Background: an optimization exercise with open tools, aiming at small area. Do not read the settings as production practice. In this exercise RTL edits were held to simulation tests only and were not proved equivalent to the original. Power and IR drop assume default switching activity.

job 6348:
Design apb_slave_mem, start of the top module:
module apb_slave_mem (
    input  logic        hclk,
    input  logic        hreset,
    input  logic [2:0]  pselx,
    input  logic        penable,
    input  logic        pwrite,
    input  logic [31:0] paddr,
    input  logic [31:0] pwdata,
    output logic [31:0] prdata,
    output logic        perr,
    output logic [15:0] wr_count,
    output logic [15:0] rd_count
);
For scale: roughly 4600 cells after synthesis, about 1700 flip-flops, ~140 I/O pins, roughly 53000 sq um of cells after synthesis.
==> module apb_slave_mem, before the edit <==
module apb_slave_mem (
    input  logic        hclk,
    input  logic        hreset,
    input  logic [2:0]  pselx,
    input  logic        penable,
    input  logic        pwrite,
    input  logic [31:0] paddr,
    input  logic [31:0] pwdata,
    output logic [31:0] prdata,
    output logic        perr,
    output logic [15:0] wr_count,
    output logic [15:0] rd_count
);
    localparam logic [1:0] ST_IDLE   = 2'd0;
    localparam logic [1:0] ST_SETUP  = 2'd1;
    localparam logic [1:0] ST_ACCESS = 2'd2;
    logic [1:0]    state_q, state_d;
    logic [1535:0] mem_q, mem_d;
    logic [47:0]   vld_q;
    logic          phase_q;
    logic          pend_q;
    logic [31:0]   wdata_n_q;
    logic [2:0]    lat_sel_q;
    logic [3:0]    lat_idx_q;
    logic          lat_wr_q;
    logic [31:0]   prdata_q;
    logic          perr_q;
    logic [15:0]   wr_count_q;
    logic [15:0]   rd_count_q;
    logic          sel, multi, lat_multi, mismatch;
    logic          err_set, latch, commit, commit_ok, wr_commit;
    logic [3:0]    idx;
    logic [31:0]   mux_word_n, rd_word, xd, rd_fix;
    logic [31:0]   x [2];
    logic [47:0]   rsel, rsel_hi, wen_n, wen_hi_n;
    logic [15:0]   rdec, wdec;
    logic [2:0]    bw;
    logic          hit, byp;
    assign sel       = |pselx;
    assign multi     = (pselx[0] & pselx[1]) | (pselx[0] & pselx[2]) | (pselx[1] & pselx[2]);
    assign lat_multi = (lat_sel_q[0] & lat_sel_q[1]) | (lat_sel_q[0] & lat_sel_q[2]) | (lat_sel_q[1] & lat_sel_q[2]);
    assign idx       = paddr[5:2];
    assign mismatch  = (pselx != lat_sel_q) || (idx != lat_idx_q) || (pwrite != lat_wr_q);
    assign commit_ok = commit && !multi && !lat_multi;
    assign wr_commit = commit_ok && lat_wr_q;
    always_comb
        for (int w = 0; w < 16; w++) begin
            rdec[w] = idx == w[3:0];
            wdec[w] = lat_idx_q == w[3:0];
        end
    assign bw = lat_sel_q & {3{wr_commit | pend_q}};
    for (genvar b = 0; b < 3; b++) begin : g_bank
        for (genvar w = 0; w < 16; w++) begin : g_sel
            apb_mem_rsel u_rs_lo (.s(pselx[b]), .d(rdec[w]), .v(vld_q[b*16+w]), .y(rsel[b*16+w]));
            apb_mem_rsel u_rs_hi (.s(pselx[b]), .d(rdec[w]), .v(vld_q[b*16+w]), .y(rsel_hi[b*16+w]));
            apb_mem_en u_en_lo (.a(bw[b]), .d(wdec[w]), .en_n(wen_n[b*16+w]));
            apb_mem_en u_en_hi (.a(bw[b]), .d(wdec[w]), .en_n(wen_hi_n[b*16+w]));
        end
    end
    for (genvar c = 0; c < 2; c++) begin : g_xc
        for (genvar i = 0; i < 32; i++) begin : g_x
            apb_mem_x u_x (.y(xd[i]), .pend(pend_q), .x(x[c][i]));
        end
    end
    apb_mem_xd u_xd (.wdata_n(wdata_n_q), .phase(phase_q), .y(xd));
    for (genvar k = 0; k < 48; k++) begin : g_word
        for (genvar i = 0; i < 32; i++) begin : g_bit
            logic we_n;
            if (i < 16) begin : g_lo
                assign we_n = wen_n[k];
            end else begin : g_hi
                assign we_n = wen_hi_n[k];
            end
            apb_mem_bit u_bit (.q(mem_q[k*32+i]), .w_n(we_n), .x(x[k%2][i]), .d(mem_d[k*32+i]));
        end
    end
    assign hit = |rsel;
    for (genvar i = 0; i < 32; i++) begin : g_rd
        logic [47:0] col;
        for (genvar k = 0; k < 48; k++) begin : g_col
            assign col[k] = mem_q[k*32+i];
        end
        logic [47:0] rs;
        if (i < 16) begin : g_lo
            assign rs = rsel;
        end else begin : g_hi
            assign rs = rsel_hi;
        end
        apb_mem_rdbit u_rd (.q(col), .rsel(rs), .y_n(mux_word_n[i]));
    end
    assign byp = pend_q && ((pselx & lat_sel_q) != 3'd0) && (idx == lat_idx_q);
    assign rd_fix  = byp ? wdata_n_q : {32{phase_q & hit}};
    assign rd_word = ~(mux_word_n ^ rd_fix);
    always_comb begin
        state_d = state_q;
        err_set = multi;
        latch   = 1'b0;
        commit  = 1'b0;
        case (state_q)
            ST_IDLE: begin
                if (penable) begin
                    err_set = 1'b1;
                end else if (sel) begin
                    state_d = ST_SETUP;
                    latch   = 1'b1;
                end
            end
            ST_SETUP: begin
                if (!sel) begin
                    state_d = ST_IDLE;
                    err_set = 1'b1;
                end else if (penable) begin
                    state_d = ST_ACCESS;
                    commit  = 1'b1;
                    if (mismatch) err_set = 1'b1;
                end
            end
            ST_ACCESS: begin
                if (!sel) begin
                    state_d = ST_IDLE;
                end else if (penable) begin
                    err_set = 1'b1;
                end else begin
                    state_d = ST_SETUP;
                    latch   = 1'b1;
                end
            end
            default: state_d = ST_IDLE;
        endcase
    end
    always_ff @(posedge hclk or posedge hreset) begin
        if (hreset) begin
            state_q    <= ST_IDLE;
            phase_q    <= 1'b0;
            pend_q     <= 1'b0;
            vld_q      <= '0;
            prdata_q   <= '0;
            perr_q     <= 1'b0;
            wr_count_q <= '0;
            rd_count_q <= '0;
        end else begin
            state_q <= state_d;
            phase_q <= ~phase_q;
            pend_q  <= wr_commit;
            vld_q   <= vld_q | ~wen_n;
            if (latch && !pwrite && !multi) prdata_q <= rd_word;
            if (wr_commit)              wr_count_q <= wr_count_q + 16'd1;
            if (commit_ok && !lat_wr_q) rd_count_q <= rd_count_q + 16'd1;
            if (err_set) perr_q <= 1'b1;
        end
    end
    always_ff @(posedge hclk) wdata_n_q <= ~pwdata;
    always_ff @(posedge hclk) begin
        if (latch) begin
            lat_sel_q <= pselx;
            lat_idx_q <= idx;
            lat_wr_q  <= pwrite;
        end
    end
    always_ff @(posedge hclk) mem_q <= mem_d;
    assign prdata   = prdata_q;
    assign perr     = perr_q;
    assign wr_count = wr_count_q;
    assign rd_count = rd_count_q;
endmodule
==> flow/config.mk <==
export PLATFORM = sky130hd
export DESIGN_NAME = apb_slave_mem
export DESIGN_NICKNAME = apb_slave_mem
export VERILOG_FILES = /design/flow/design.v
export SDC_FILE = /design/flow/constraint.sdc
export NUM_CORES = 4
export LEC_CHECK = 0
export CAP_MARGIN = 20
export CORE_MARGIN = 2
export CORE_UTILIZATION = 85
export SLEW_MARGIN = 20
export SYNTH_HIERARCHICAL = 1
==> flow/constraint.sdc <==
create_clock -name core_clock -period 5.0 [get_ports {hclk}]
set_input_delay 1.0000 -clock core_clock [delete_from_list [all_inputs] [get_ports {hclk}]]
set_output_delay 1.0000 -clock core_clock [all_outputs]
set_load 0.01 [all_outputs]
standard.sh (not shown) runs the stock make flow with config.mk's settings and CLKGATE_MAP_FILE= SYNTH_SCRIPT=/design/flow/synth_recipe.tcl, a recipe that flattens the netlist after the stock synthesis.
==> flow/flow/run.sh <==
#!/bin/bash
# Own layout flow: the standard flow (standard synthesis unchanged),
# with two layout settings changed:
#  - port buffers are the smallest buffer (buf_1) instead of the default pick;
#  - the clock tree uses clkbuf_8 with larger sink clusters and no dummy
#    loads, which keeps flip-flop clock-pin slew under about 120 ps.
# Each tool's full output goes to the ORFS logs under orfs/logs/; make's own
# output goes to standard.log in the work folder.
set -euo pipefail
cd "$(dirname "$0")/.."
bash standard.sh \
  "BUFFER_PORTS_ARGS=-buffer_cell sky130_fd_sc_hd__buf_1" \
  "CTS_ARGS=-sink_clustering_enable -repair_clock_nets -dont_use_dummy_load -buf_list sky130_fd_sc_hd__clkbuf_8 -sink_clustering_size 16 -sink_clustering_max_diameter 60" \
  finish > standard.log 2>&1
[inputs] job 7156 vs job 6348
-- flow/design.v --
<<< job 6348, line 103
    logic [3:0]    idx;
    logic [31:0]   mux_word_n, rd_word, xd, rd_fix;
    logic [31:0]   x [2];
    logic [47:0]   rsel, rsel_hi, wen_n, wen_hi_n;
    logic [15:0]   rdec, wdec;
>>> job 7156, line 103
    logic [3:0]    idx;
    logic [31:0]   mux_word_n, rd_word, xd, rd_fix;
    logic [31:0]   x [3];
    logic [47:0]   rsel, rsel_hi, wen_n, wen_hi_n;
    logic [15:0]   rdec, wdec;
<<< job 6348, line 128
            apb_mem_en u_en_hi (.a(bw[b]), .d(wdec[w]), .en_n(wen_hi_n[b*16+w]));
        end
    end
    for (genvar c = 0; c < 2; c++) begin : g_xc
        for (genvar i = 0; i < 32; i++) begin : g_x
            apb_mem_x u_x (.y(xd[i]), .pend(pend_q), .x(x[c][i]));
        end
    end
>>> job 7156, line 128
            apb_mem_en u_en_hi (.a(bw[b]), .d(wdec[w]), .en_n(wen_hi_n[b*16+w]));
        end
        for (genvar i = 0; i < 32; i++) begin : g_x
            apb_mem_x u_x (.y(xd[i]), .pend(pend_q), .x(x[b][i]));
        end
    end
<<< job 6348, line 143
                assign we_n = wen_hi_n[k];
            end
            apb_mem_bit u_bit (.q(mem_q[k*32+i]), .w_n(we_n), .x(x[k%2][i]), .d(mem_d[k*32+i]));
        end
    end
>>> job 7156, line 141
                assign we_n = wen_hi_n[k];
            end
            apb_mem_bit u_bit (.q(mem_q[k*32+i]), .w_n(we_n), .x(x[k/16][i]), .d(mem_d[k*32+i]));
        end
    end
Compared with job 6348, in job 7156 net count of the mapped netlist now sits higher, post-route fraction of the period consumed by the critical path now sits higher.
The total power of job 6348 and that of job 7156 are within noise of each other.
There was hardly any difference in die height between job 6348 and job 7156.
Job 7156 against job 6348: final-layout worst hold slack now sits at about the same level, final core utilization now sits lower, sum of routed wire length over all layers now sits lower.
Changes observed in job 7156 relative to job 6348: share of the final layout cell area in multi-input gates climbed 0.23 points; total grt overflow barely changed; overall global routing resource usage dropped 2.1 points; summed area of non-filler cells in the final layout barely changed.

static timing again, ports no longer ideal:
The flow's constraints put no driver on any port. The routed layouts listed below were extracted and timed again, unchanged, in two steps. Step 1, drivers: a clkbuf_16 drives hclk and a buf_2 each remaining input, both assumed. Step 2 also shifts input and output timing later by t, the mid clock arrival at the registers, as if the neighbouring blocks saw the same clock. a / b / c = no drivers / after step 1 / after step 2; a / b = the first two.
run | t, ns | slack for setup (ns) | hold WS [ns] | worst data-port slew with drivers (ns) | cell pins on the clock port's net
job 6348 | 0.844 | 1.069 / 1.048 / 0.204 | 0.338 / 0.288 / 0.409 | 0.15 | 1
job 7156 | 0.842 | 0.787 / 0.768 / -0.074 | 0.340 / 0.302 / 0.406 | 0.11 | 1
With both steps, setup timing fails in job 7156, where it was met with ideal ports. The setup slack of job 6348, which loses most, moves by -0.021 ns with the drivers and by -0.865 ns with both steps.
